This is an optimization exercise on Yosys and OpenROAD, whose aim is small area, a short achievable clock period and few clock cycles per item, not a production implementation. Where RTL was checked, it was by simulation tests only, not by an equivalence proof against the original. Power figures rest on the tool's default switching activity, not on a simulated workload.

==> trial 84 <==
// target_track_hysteresis_filter
module target_track_hysteresis_filter
(
    input  logic                    i_clk,
    input  logic                    i_rst_n,
    input  logic                    i_in_valid,
    output logic                    o_in_ready,
    input  logic                    i_box_present,
    input  logic [ID_W-1:0]         i_box_id,
    input  logic signed [POS_W-1:0] i_pos_x,
    input  logic signed [POS_W-1:0] i_pos_y,
    input  logic signed [POS_W-1:0] i_pos_z,
    input  logic                    i_frame_last,
    output logic                    o_out_valid,
    input  logic                    i_out_ready,
    output logic [1:0]              o_target_mode,
    output logic [ID_W-1:0]         o_target_id,
    output logic signed [POS_W-1:0] o_target_x,
    output logic signed [POS_W-1:0] o_target_y,
    output logic signed [POS_W-1:0] o_target_z,
    output logic                    o_position_stable,
    input  logic                    i_cfg_valid,
    output logic                    o_cfg_ready,
    input  logic [1:0]              i_cfg_index,
    input  logic [THR_W-1:0]        i_cfg_data
);
    localparam logic [1:0] PH_SQ   = 2'd0;
    localparam logic [1:0] PH_COR  = 2'd1;
    localparam logic [1:0] PH_ROOT = 2'd2;
    localparam logic [1:0] PH_DONE = 2'd3;
    localparam int TW = 22;
    logic [SWC_W-1:0]    r_fast;
    logic [SWC_W-1:0]    r_slow;
    logic [THR_W-1:0]    r_thr;
    logic [1:0]          r_mode, n_mode;
    logic [RUN_W-1:0]    r_run_none, n_run_none;
    logic [RUN_W-1:0]    r_run_single, n_run_single;
    logic [RUN_W-1:0]    r_run_multi, n_run_multi;
    logic [ID_W-1:0]     r_trk_id;
    logic [3*POS_W-1:0]  r_e0, r_e1;
    logic [1:0]          r_fill;               
    logic [ID_W-1:0]     r_cand_id;
    logic [3*POS_W-1:0]  r_cand_pos;
    logic [2:0][MAG_W-1:0] r_cm, r_co;         
    logic [2:0]          r_cms, r_cos;         
    logic [1:0]          r_cnt;                
    logic                r_prev;               
    logic                r_pend;               
    logic                r_ov;
    logic                r_stable;
    logic                r_busy;
    logic [1:0]          r_ph;
  ...
==> flow/config.mk <==
export PLATFORM = sky130hd
export DESIGN_NAME = target_track_hysteresis_filter
export DESIGN_NICKNAME = target_track_hysteresis_filter
export VERILOG_FILES = /design/flow/design.v
export SDC_FILE = /design/flow/constraint.sdc
export NUM_CORES = 4
export LEC_CHECK = 0
export CAP_MARGIN = 20
export CORE_MARGIN = 2
export CORE_UTILIZATION = 40
export SLEW_MARGIN = 20
==> flow/constraint.sdc <==
create_clock -name core_clock -period 8.0 [get_ports {i_clk}]
set_input_delay 1.6000 -clock core_clock [delete_from_list [all_inputs] [get_ports {i_clk}]]
set_output_delay 1.6000 -clock core_clock [all_outputs]
set_load 0.01 [all_outputs]
run.sh (not shown) runs the stock make flow with config.mk's settings and CLKGATE_MAP_FILE= SYNTH_SCRIPT=/design/flow/synth_recipe.tcl, a recipe that flattens the netlist after the stock synthesis.
==> build 7: changes against trial 84 <==
--- a/flow/design.v
+++ b/flow/design.v
@@ -55,20 +55,25 @@
     logic [THR_W-1:0]    r_thr;
     logic [1:0]          r_mode, n_mode;
     logic [RUN_W-1:0]    r_run_none, n_run_none;
     logic [RUN_W-1:0]    r_run_single, n_run_single;
     logic [RUN_W-1:0]    r_run_multi, n_run_multi;
     logic [ID_W-1:0]     r_trk_id;
     logic [3*POS_W-1:0]  r_e0, r_e1;
     logic [1:0]          r_fill;               
+    logic                r_iv;                 
+    logic                r_ip, r_il;           
+    logic [ID_W-1:0]     r_iid;
+    logic [3*POS_W-1:0]  r_ipos;
     logic [ID_W-1:0]     r_cand_id;
     logic [3*POS_W-1:0]  r_cand_pos;
     logic [2:0][MAG_W-1:0] r_cm, r_co;         
     logic [2:0]          r_cms, r_cos;         
+    logic [2:0]          r_gm, r_go;           
     logic [1:0]          r_cnt;                
     logic                r_prev;               
     logic                r_pend;               
     logic                r_ov;
     logic                r_stable;
     logic                r_busy;
     logic [1:0]          r_ph;
     logic                r_half;               
@@ -78,68 +83,64 @@
     logic [ACC_W-1:0]    r_s;
     logic [REM_W-1:0]    r_r;
     logic [ROOT_W-1:0]   r_q;
     logic [ROOT_W-1:0]   r_qa;                 
     logic w_commit_ok, w_commit, w_acc, w_take;
     assign w_take      = r_ov && i_out_ready;
     assign w_commit_ok = (!r_ov || i_out_ready) && !r_busy && !r_rf;
     assign w_commit    = r_pend && w_commit_ok;
-    assign o_in_ready  = !r_busy && !r_rf && (!r_pend || !r_ov || i_out_ready);
+    assign w_acc       = r_iv && !r_busy && !r_rf && (!r_pend || !r_ov || i_out_ready);
+    assign o_in_ready  = !r_iv || w_acc;
     assign o_cfg_ready = 1'b1;
-    assign w_acc       = i_in_valid && o_in_ready;
     logic [ID_W-1:0]     w_base_trk;
     logic [1:0]          w_base_cnt;
     logic                w_base_prev;
     logic                w_take_item, w_match;
     logic [3*POS_W-1:0]  w_h0, w_h1;           
     logic [3*POS_W-1:0]  w_in_pos;
     logic [2:0][MAG_W-1:0] w_im, w_io;
     logic [2:0]          w_ims, w_ios;
     assign w_base_trk  = (r_pend && r_cnt != 2'd0) ? r_cand_id : r_trk_id;
     assign w_base_cnt  = r_pend ? 2'd0 : r_cnt;
     assign w_base_prev = r_pend ? 1'b0 : r_prev;
-    assign w_match     = (i_box_id == w_base_trk);
-    assign w_take_item = i_box_present && !w_base_prev &&
-                         (w_match || w_base_cnt == 2'd0 || i_box_id < r_cand_id);
+    assign w_match     = (r_iid == w_base_trk);
+    assign w_take_item = r_ip && !w_base_prev &&
+                         (w_match || w_base_cnt == 2'd0 || r_iid < r_cand_id);
     assign w_h0        = (r_pend && !r_rf) ? r_cand_pos : r_e0;
     assign w_h1        = (r_pend && !r_rf) ? r_e0 : r_e1;
-    assign w_in_pos    = r_rf ? r_cand_pos : {i_pos_x, i_pos_y, i_pos_z};
+    assign w_in_pos    = r_rf ? r_cand_pos : r_ipos;
     always_comb begin
         for (int k = 0; k < 3; k++) begin
             logic [POS_W:0] dm, dn;
             dm = {w_in_pos[k*POS_W + POS_W-1], w_in_pos[k*POS_W +: POS_W]} -
                  {w_h0[k*POS_W + POS_W-1], w_h0[k*POS_W +: POS_W]};
             dn = {w_in_pos[k*POS_W + POS_W-1], w_in_pos[k*POS_W +: POS_W]} -
                  {w_h1[k*POS_W + POS_W-1], w_h1[k*POS_W +: POS_W]};
             w_ims[k] = dm[POS_W];
             w_im[k]  = dm[POS_W-1:0] ^ {POS_W{dm[POS_W]}};
             w_ios[k] = dn[POS_W];
             w_io[k]  = dn[POS_W-1:0] ^ {POS_W{dn[POS_W]}};
         end
     end
+    logic [2:0]          w_igm, w_igo;         
+    assign w_igm = {w_im[1] >= w_im[2], w_im[0] >= w_im[2], w_im[0] >= w_im[1]};
+    assign w_igo = {w_io[1] >= w_io[2], w_io[0] >= w_io[2], w_io[0] >= w_io[1]};
     function automatic logic [2*TW-1:0] csa(input logic [TW-1:0] a, input logic [TW-1:0] b,
                                             input logic [TW-1:0] c);
         logic [TW-1:0] cy;
         cy  = (a & b) | (a & c) | (b & c);
         csa = {cy[TW-2:0], 1'b0, a ^ b ^ c};
     endfunction
     logic [MAG_W-1:0]    w_mxm, w_mxo;         
     logic [THR_W:0]      w_c;                  
     logic                w_full, w_zero, w_sure0, w_sure1, w_amb;
     always_comb begin
-        logic g01, g02, g12;
-        g01 = (r_cm[0] >= r_cm[1]);
-        g02 = (r_cm[0] >= r_cm[2]);
-        g12 = (r_cm[1] >= r_cm[2]);
-        w_mxm = (g01 && g02) ? r_cm[0] : ((!g01 && g12) ? r_cm[1] : r_cm[2]);
-        g01 = (r_co[0] >= r_co[1]);
-        g02 = (r_co[0] >= r_co[2]);
-        g12 = (r_co[1] >= r_co[2]);
-        w_mxo = (g01 && g02) ? r_co[0] : ((!g01 && g12) ? r_co[1] : r_co[2]);
+        w_mxm = (r_gm[0] && r_gm[1]) ? r_cm[0] : ((!r_gm[0] && r_gm[2]) ? r_cm[1] : r_cm[2]);
+        w_mxo = (r_go[0] && r_go[1]) ? r_co[0] : ((!r_go[0] && r_go[2]) ? r_co[1] : r_co[2]);
     end
     logic [TW-1:0] w_p0, w_p1, w_p2, w_p3, w_p4, w_p5, w_pp, w_pq;
     logic [TW-1:0] w_sv, w_nc, w_nc2;
     logic [TW-1:0] w_u0, w_u1, w_u2, w_u3, w_u4, w_u5, w_u6, w_u7;
     logic [TW-1:0] w_l0, w_l1, w_m0, w_m1;
     logic [TW-1:0] w_sum0, w_sum1, w_sum2;
     assign w_c   = {r_thr, 1'b0};
     assign w_nc  = ~(TW'(w_c));                           
@@ -246,17 +247,23 @@
             r_cand_pos   <= '0;
             r_fill       <= '0;
             r_cnt        <= '0;
             r_prev       <= 1'b0;
             r_pend       <= 1'b0;
             r_ov         <= 1'b0;
             r_busy       <= 1'b0;
             r_rf         <= 1'b0;
+            r_iv         <= 1'b0;
         end else begin
+            if (i_in_valid && o_in_ready) begin
+                r_iv <= 1'b1;
+            end else if (w_acc) begin
+                r_iv <= 1'b0;
+            end
             if (i_cfg_valid) begin
                 case (i_cfg_index)
                     CFG_FAST_SWITCH: r_fast <= i_cfg_data[SWC_W-1:0];
                     CFG_SLOW_SWITCH: r_slow <= i_cfg_data[SWC_W-1:0];
                     CFG_STABLE_THR:  r_thr  <= i_cfg_data;
                     default: ;
                 endcase
             end
@@ -272,72 +279,84 @@
                 end
                 r_fill <= (r_fill == 2'd2) ? 2'd2 : r_fill + 2'd1;
                 r_pend <= 1'b0;
                 r_cnt  <= 2'd0;
                 r_prev <= 1'b0;
                 if (!w_amb) begin
                     r_cm  <= '0;
                     r_cms <= '0;
+                    r_gm  <= 3'b111;
                 end
                 if (w_amb) begin
                     r_busy <= 1'b1;
                 end else begin
                     r_ov <= 1'b1;
                 end
             end
             if (w_acc && w_take_item) begin
                 r_cand_pos <= w_in_pos;
                 if (!(w_commit && w_amb)) begin
                     r_cm  <= w_im;
                     r_cms <= w_ims;
+                    r_gm  <= w_igm;
                 end
             end
             if (r_rf) begin
                 r_cm  <= w_im;
                 r_cms <= w_ims;
+                r_gm  <= w_igm;
             end
             r_rf <= r_busy && r_ph == PH_DONE;
             if (w_acc) begin
-                if (i_box_present) begin
+                if (r_ip) begin
                     r_cnt <= (w_base_cnt == 2'd2) ? 2'd2 : w_base_cnt + 2'd1;
                     if (w_take_item && w_match) r_prev <= 1'b1;
                 end
-                if (i_frame_last) r_pend <= 1'b1;
+                if (r_il) r_pend <= 1'b1;
             end
             if (r_busy && r_ph == PH_DONE) begin
                 r_busy <= 1'b0;
                 r_ov   <= 1'b1;
             end
         end
     end
     always_ff @(posedge i_clk) begin
+        if (i_in_valid && o_in_ready) begin
+            r_ip   <= i_box_present;
+            r_il   <= i_frame_last;
+            r_iid  <= i_box_id;
+            r_ipos <= {i_pos_x, i_pos_y, i_pos_z};
+        end
         if (w_commit) begin
             r_e1     <= r_e0;
             if (!w_amb) begin
                 r_co  <= r_cm;
                 r_cos <= r_cms;
+                r_go  <= r_gm;
             end
             r_stable <= !w_sure0;
             r_ph     <= PH_SQ;
             r_half   <= 1'b0;
             r_idx    <= {1'b0, w_msb};
             r_top    <= w_msb;
             r_s      <= '0;
         end
         if (w_acc && w_take_item) begin
-            r_cand_id <= i_box_id;
+            r_cand_id <= r_iid;
             if (!(w_commit && w_amb)) begin
                 r_co  <= w_io;
                 r_cos <= w_ios;
+                r_go  <= w_igo;
             end
         end
         if (r_rf) begin
             r_co  <= w_io;
             r_cos <= w_ios;
+            r_go  <= w_igo;
         end
         if (r_busy) begin
             case (r_ph)
                 PH_SQ: begin
                     r_s <= w_s_n;
                     if (r_idx == 5'd0) r_ph <= PH_COR;
                     else r_idx <= r_idx - 5'd1;
                 end
==> flow/config.mk (replaced) <==
export PLATFORM = sky130hd
export DESIGN_NAME = target_track_hysteresis_filter
export DESIGN_NICKNAME = target_track_hysteresis_filter
export VERILOG_FILES = /design/flow/design.v
export SDC_FILE = /design/flow/constraint.sdc
export NUM_CORES = 4
export LEC_CHECK = 0
export CAP_MARGIN = 20
export CORE_MARGIN = 2
export CORE_UTILIZATION = 55
export SETUP_SLACK_MARGIN = 2.0
export SLEW_MARGIN = 20
==> trial 60: changes against trial 84 <==
--- a/flow/design.v
+++ b/flow/design.v
@@ -49,26 +49,26 @@
     localparam logic [1:0] PH_COR  = 2'd1;
     localparam logic [1:0] PH_ROOT = 2'd2;
     localparam logic [1:0] PH_DONE = 2'd3;
     localparam int TW = 22;
     logic [SWC_W-1:0]    r_fast;
     logic [SWC_W-1:0]    r_slow;
     logic [THR_W-1:0]    r_thr;
     logic [1:0]          r_mode, n_mode;
-    logic [RUN_W-1:0]    r_run_none, n_run_none;
-    logic [RUN_W-1:0]    r_run_single, n_run_single;
-    logic [RUN_W-1:0]    r_run_multi, n_run_multi;
+    logic [RUN_W-1:0]    r_run, n_run;
+    logic [1:0]          r_rkind;
     logic [ID_W-1:0]     r_trk_id;
     logic [3*POS_W-1:0]  r_e0, r_e1;
     logic [1:0]          r_fill;               
     logic [ID_W-1:0]     r_cand_id;
     logic [3*POS_W-1:0]  r_cand_pos;
     logic [2:0][MAG_W-1:0] r_cm, r_co;         
     logic [2:0]          r_cms, r_cos;         
+    logic [2:0]          r_gm, r_go;           
     logic [1:0]          r_cnt;                
     logic                r_prev;               
     logic                r_pend;               
     logic                r_ov;
     logic                r_stable;
     logic                r_busy;
     logic [1:0]          r_ph;
     logic                r_half;               
@@ -79,18 +79,18 @@
     logic [REM_W-1:0]    r_r;
     logic [ROOT_W-1:0]   r_q;
     logic [ROOT_W-1:0]   r_qa;                 
     logic w_commit_ok, w_commit, w_acc, w_take;
     assign w_take      = r_ov && i_out_ready;
     assign w_commit_ok = (!r_ov || i_out_ready) && !r_busy && !r_rf;
     assign w_commit    = r_pend && w_commit_ok;
     assign o_in_ready  = !r_busy && !r_rf && (!r_pend || !r_ov || i_out_ready);
-    assign o_cfg_ready = 1'b1;
     assign w_acc       = i_in_valid && o_in_ready;
+    assign o_cfg_ready = 1'b1;
     logic [ID_W-1:0]     w_base_trk;
     logic [1:0]          w_base_cnt;
     logic                w_base_prev;
     logic                w_take_item, w_match;
     logic [3*POS_W-1:0]  w_h0, w_h1;           
     logic [3*POS_W-1:0]  w_in_pos;
     logic [2:0][MAG_W-1:0] w_im, w_io;
     logic [2:0]          w_ims, w_ios;
@@ -111,35 +111,31 @@
             dn = {w_in_pos[k*POS_W + POS_W-1], w_in_pos[k*POS_W +: POS_W]} -
                  {w_h1[k*POS_W + POS_W-1], w_h1[k*POS_W +: POS_W]};
             w_ims[k] = dm[POS_W];
             w_im[k]  = dm[POS_W-1:0] ^ {POS_W{dm[POS_W]}};
             w_ios[k] = dn[POS_W];
             w_io[k]  = dn[POS_W-1:0] ^ {POS_W{dn[POS_W]}};
         end
     end
+    logic [2:0]          w_igm, w_igo;         
+    assign w_igm = {w_im[1] >= w_im[2], w_im[0] >= w_im[2], w_im[0] >= w_im[1]};
+    assign w_igo = {w_io[1] >= w_io[2], w_io[0] >= w_io[2], w_io[0] >= w_io[1]};
     function automatic logic [2*TW-1:0] csa(input logic [TW-1:0] a, input logic [TW-1:0] b,
                                             input logic [TW-1:0] c);
         logic [TW-1:0] cy;
         cy  = (a & b) | (a & c) | (b & c);
         csa = {cy[TW-2:0], 1'b0, a ^ b ^ c};
     endfunction
     logic [MAG_W-1:0]    w_mxm, w_mxo;         
     logic [THR_W:0]      w_c;                  
     logic                w_full, w_zero, w_sure0, w_sure1, w_amb;
     always_comb begin
-        logic g01, g02, g12;
-        g01 = (r_cm[0] >= r_cm[1]);
-        g02 = (r_cm[0] >= r_cm[2]);
-        g12 = (r_cm[1] >= r_cm[2]);
-        w_mxm = (g01 && g02) ? r_cm[0] : ((!g01 && g12) ? r_cm[1] : r_cm[2]);
-        g01 = (r_co[0] >= r_co[1]);
-        g02 = (r_co[0] >= r_co[2]);
-        g12 = (r_co[1] >= r_co[2]);
-        w_mxo = (g01 && g02) ? r_co[0] : ((!g01 && g12) ? r_co[1] : r_co[2]);
+        w_mxm = (r_gm[0] && r_gm[1]) ? r_cm[0] : ((!r_gm[0] && r_gm[2]) ? r_cm[1] : r_cm[2]);
+        w_mxo = (r_go[0] && r_go[1]) ? r_co[0] : ((!r_go[0] && r_go[2]) ? r_co[1] : r_co[2]);
     end
     logic [TW-1:0] w_p0, w_p1, w_p2, w_p3, w_p4, w_p5, w_pp, w_pq;
     logic [TW-1:0] w_sv, w_nc, w_nc2;
     logic [TW-1:0] w_u0, w_u1, w_u2, w_u3, w_u4, w_u5, w_u6, w_u7;
     logic [TW-1:0] w_l0, w_l1, w_m0, w_m1;
     logic [TW-1:0] w_sum0, w_sum1, w_sum2;
     assign w_c   = {r_thr, 1'b0};
     assign w_nc  = ~(TW'(w_c));                           
@@ -203,49 +199,55 @@
         end else begin
             w_r_n = {r_r[REM_W-3:0], pr};
             w_q_n = {r_q[ROOT_W-2:0], 1'b0};
         end
     end
     logic [ROOT_W+2:0]   w_tq;                 
     assign w_tq = {2'b00, r_q} + {2'b00, r_qa} - {1'b0, w_c};
     always_comb begin
-        n_run_none   = '0;
-        n_run_single = '0;
-        n_run_multi  = '0;
-        case (r_cnt)
-            2'd0: n_run_none = (r_run_none == 8'(RUN_COUNT_MAX)) ? r_run_none : r_run_none + 1'b1;
-            2'd1: n_run_single = (r_run_single == 8'(RUN_COUNT_MAX)) ? r_run_single : r_run_single + 1'b1;
-            default: n_run_multi = (r_run_multi == 8'(RUN_COUNT_MAX)) ? r_run_multi : r_run_multi + 1'b1;
-        endcase
+        logic ge_fast, ge_slow, z_fast, z_slow;
+        logic none_s, single_f, single_s, multi_f, multi_s;
+        if (r_rkind != r_cnt) begin
+            n_run = 8'd1;
+        end else begin
+            n_run = (r_run == 8'(RUN_COUNT_MAX)) ? r_run : r_run + 1'b1;
+        end
+        ge_fast  = (n_run >= r_fast);
+        ge_slow  = (n_run >= r_slow);
+        z_fast   = (r_fast == '0);
+        z_slow   = (r_slow == '0);
+        none_s   = (r_cnt == 2'd0) ? ge_slow : z_slow;
+        single_f = (r_cnt == 2'd1) ? ge_fast : z_fast;
+        single_s = (r_cnt == 2'd1) ? ge_slow : z_slow;
+        multi_f  = (r_cnt == 2'd2) ? ge_fast : z_fast;
+        multi_s  = (r_cnt == 2'd2) ? ge_slow : z_slow;
         n_mode = r_mode;
         case (r_mode)
             MODE_NONE: begin
-                if (n_run_single >= r_fast)     n_mode = MODE_SINGLE;
-                else if (n_run_multi >= r_fast) n_mode = MODE_MULTI;
+                if (single_f)     n_mode = MODE_SINGLE;
+                else if (multi_f) n_mode = MODE_MULTI;
             end
             MODE_SINGLE: begin
-                if (n_run_none >= r_slow)       n_mode = MODE_NONE;
-                else if (n_run_multi >= r_slow) n_mode = MODE_MULTI;
+                if (none_s)       n_mode = MODE_NONE;
+                else if (multi_s) n_mode = MODE_MULTI;
             end
             default: begin
-                if (n_run_single >= r_slow)     n_mode = MODE_SINGLE;
-                else if (n_run_none >= r_slow)  n_mode = MODE_NONE;
+                if (single_s)     n_mode = MODE_SINGLE;
+                else if (none_s)  n_mode = MODE_NONE;
             end
         endcase
     end
     always_ff @(posedge i_clk) begin
         if (!i_rst_n) begin
             r_fast       <= FAST_SWITCH_RST;
             r_slow       <= SLOW_SWITCH_RST;
             r_thr        <= STABLE_THR_RST;
             r_mode       <= MODE_NONE;
-            r_run_none   <= '0;
-            r_run_single <= '0;
-            r_run_multi  <= '0;
+            r_run        <= '0;
             r_trk_id     <= '0;
             r_e0         <= '0;
             r_cand_pos   <= '0;
             r_fill       <= '0;
             r_cnt        <= '0;
             r_prev       <= 1'b0;
             r_pend       <= 1'b0;
             r_ov         <= 1'b0;
@@ -258,47 +260,49 @@
                     CFG_SLOW_SWITCH: r_slow <= i_cfg_data[SWC_W-1:0];
                     CFG_STABLE_THR:  r_thr  <= i_cfg_data;
                     default: ;
                 endcase
             end
             if (w_take) r_ov <= 1'b0;
             if (w_commit) begin
                 r_mode       <= n_mode;
-                r_run_none   <= n_run_none;
-                r_run_single <= n_run_single;
-                r_run_multi  <= n_run_multi;
+                r_run        <= n_run;
+                r_rkind      <= r_cnt;
                 if (r_cnt != 2'd0) begin
                     r_trk_id <= r_cand_id;
                     r_e0     <= r_cand_pos;
                 end
                 r_fill <= (r_fill == 2'd2) ? 2'd2 : r_fill + 2'd1;
                 r_pend <= 1'b0;
                 r_cnt  <= 2'd0;
                 r_prev <= 1'b0;
                 if (!w_amb) begin
                     r_cm  <= '0;
                     r_cms <= '0;
+                    r_gm  <= 3'b111;
                 end
                 if (w_amb) begin
                     r_busy <= 1'b1;
                 end else begin
                     r_ov <= 1'b1;
                 end
             end
             if (w_acc && w_take_item) begin
                 r_cand_pos <= w_in_pos;
                 if (!(w_commit && w_amb)) begin
                     r_cm  <= w_im;
                     r_cms <= w_ims;
+                    r_gm  <= w_igm;
                 end
             end
             if (r_rf) begin
                 r_cm  <= w_im;
                 r_cms <= w_ims;
+                r_gm  <= w_igm;
             end
             r_rf <= r_busy && r_ph == PH_DONE;
             if (w_acc) begin
                 if (i_box_present) begin
                     r_cnt <= (w_base_cnt == 2'd2) ? 2'd2 : w_base_cnt + 2'd1;
                     if (w_take_item && w_match) r_prev <= 1'b1;
                 end
                 if (i_frame_last) r_pend <= 1'b1;
@@ -310,34 +314,37 @@
         end
     end
     always_ff @(posedge i_clk) begin
         if (w_commit) begin
             r_e1     <= r_e0;
             if (!w_amb) begin
                 r_co  <= r_cm;
                 r_cos <= r_cms;
+                r_go  <= r_gm;
             end
             r_stable <= !w_sure0;
             r_ph     <= PH_SQ;
             r_half   <= 1'b0;
             r_idx    <= {1'b0, w_msb};
             r_top    <= w_msb;
             r_s      <= '0;
         end
         if (w_acc && w_take_item) begin
             r_cand_id <= i_box_id;
             if (!(w_commit && w_amb)) begin
                 r_co  <= w_io;
                 r_cos <= w_ios;
+                r_go  <= w_igo;
             end
         end
         if (r_rf) begin
             r_co  <= w_io;
             r_cos <= w_ios;
+            r_go  <= w_igo;
         end
         if (r_busy) begin
             case (r_ph)
                 PH_SQ: begin
                     r_s <= w_s_n;
                     if (r_idx == 5'd0) r_ph <= PH_COR;
                     else r_idx <= r_idx - 5'd1;
                 end
==> flow/config.mk (replaced) <==
export PLATFORM = sky130hd
export DESIGN_NAME = target_track_hysteresis_filter
export DESIGN_NICKNAME = target_track_hysteresis_filter
export VERILOG_FILES = /design/flow/design.v
export SDC_FILE = /design/flow/constraint.sdc
export NUM_CORES = 4
export LEC_CHECK = 0
export CAP_MARGIN = 20
export CORE_MARGIN = 2
export CORE_UTILIZATION = 55
export SETUP_SLACK_MARGIN = 3.5
export SLEW_MARGIN = 20
==> comparison <==
- Clock power: trial 60 < trial 84 < build 7.
- The highest via count belongs to build 7, the lowest to trial 84.
- In trial 84 the die area is larger than in build 7, by 31%.
- Of trial 60 and trial 84, trial 60 has the higher setup slack (gap 1.2 ns).
- Total power: trial 60 > trial 84 > build 7.
- The lowest area after synthesis belongs to trial 60, the highest to build 7.
- Maximum frequency: trial 84 < trial 60 < build 7.
- Between trial 84 and build 7, the lower global-route usage is in trial 84 (gap 9.3 points).
- Build 7 went through all stages and came out clean. Trial 84 finished with timing, DRC and antenna clean. Trial 60 finished clean.
- Of build 7 and trial 84, trial 84 has the higher clock-buffer cell count (gap 8).
- In trial 84 the first-iteration DRC count is lower than in trial 60, by about 24%.
- Non-clock buffer count: trial 84 < build 7 < trial 60.
==> figures <==
Post-synthesis sequential element count: build 7 518; trial 84 445; trial 60 437
Met3 Track Usage GR: build 7 7.30%; trial 84 3.90%; trial 60 6.52%
Fraction of standard cell area in multi-input logic: build 7 55.3%; trial 84 58.2%; trial 60 57.3%
Vert. Die Dim: build 7 276 um; trial 84 316 um; trial 60 265 um
Power drawn by the sequential cells: build 7 3.18 mW; trial 84 2.73 mW; trial 60 2.77 mW
Number of detailed-route iterations in the first pass: build 7 7; trial 84 8; trial 60 7
Length of routed met2 wiring: build 7 53.3 mm; trial 84 52.3 mm; trial 60 53.7 mm
Area after DPL: build 7 0.0434 mm^2; trial 84 0.0427 mm^2; trial 60 0.0406 mm^2
Critical-path cell with the highest stage delay: build 7 sky130_fd_sc_hd__edfxtp_1; trial 84 sky130_fd_sc_hd__fa_1; trial 60 sky130_fd_sc_hd__xnor2_1
Filler instances: build 7 6,196; trial 84 9,290; trial 60 5,614
DP HPWL: build 7 92.3 mm; trial 84 92.4 mm; trial 60 91.8 mm
Depth of the worst register-to-register path: build 7 22; trial 84 32; trial 60 23
Number of placement rows: build 7 99; trial 84 114; trial 60 95
First-pass GRT wire length: build 7 189 mm; trial 84 181 mm; trial 60 183 mm
Detail Route met3 WL: build 7 12.1 mm; trial 84 7.43 mm; trial 60 11.8 mm
Outcome: build 7 complete, no violations; trial 84 complete, no violations; trial 60 complete, no violations
Transition time of the tightest slew-check pin: build 7 1.35 ns; trial 84 1.11 ns; trial 60 1.23 ns
Via density: build 7 6.05; trial 84 5.52; trial 60 6.11
P per Cell Area: build 7 347 mW/mm^2; trial 84 393 mW/mm^2; trial 60 394 mW/mm^2
Switching share of total power: build 7 44.5%; trial 84 45.5%; trial 60 46.6%
Clock buffer count from CTS: build 7 58; trial 84 54; trial 60 53
Non-clock buffers, area share: build 7 7.38%; trial 84 6.45%; trial 60 8.55%
Initial Util: build 7 55.6%; trial 84 40.3%; trial 60 55.7%
Testbench counts of trial 84, summed over its fixed seeds: cycles 8,894, frames 3,200.
Testbench counts of trial 60, summed over its fixed seeds: cycles 8,894, frames 3,200.
For build 7, only the layout was checked, not whether the RTL still works.

## port drivers added, routing unchanged
The results above use ideal ports. As a check the final layouts listed here were re-extracted and re-timed, cells and wires unchanged.
Step 1 sets driving cells, clkbuf_16 on the clock port and buf_2 on the other inputs (assumed; they add their load-dependent delay and slew).
Step 2 moves the port delays by t, midway between the first and last clock arrival at a register: inputs arrive t later, outputs are due t later. That takes back most of the time a late clock gives input paths.
Three values: no drivers, after step 1, after step 2; two values: the first two.
| run | t (ns) | setup slack, ns | latest minus earliest clock arrival (ns) |
|---|---|---|---|
| trial 84 | 0.714 | 0.422 / 0.422 / 0.422 | 0.029 / 0.030 |
| build 7 | 0.716 | 1.735 / 1.735 / 1.735 | 0.050 / 0.050 |
| trial 60 | 0.680 | 1.668 / 1.686 / 1.031 | 0.036 / 0.036 |
After both steps setup and hold are still met in every run listed. The setup slack of trial 60, which loses most, moves by +0.018 ns with the drivers and by -0.637 ns with both steps.
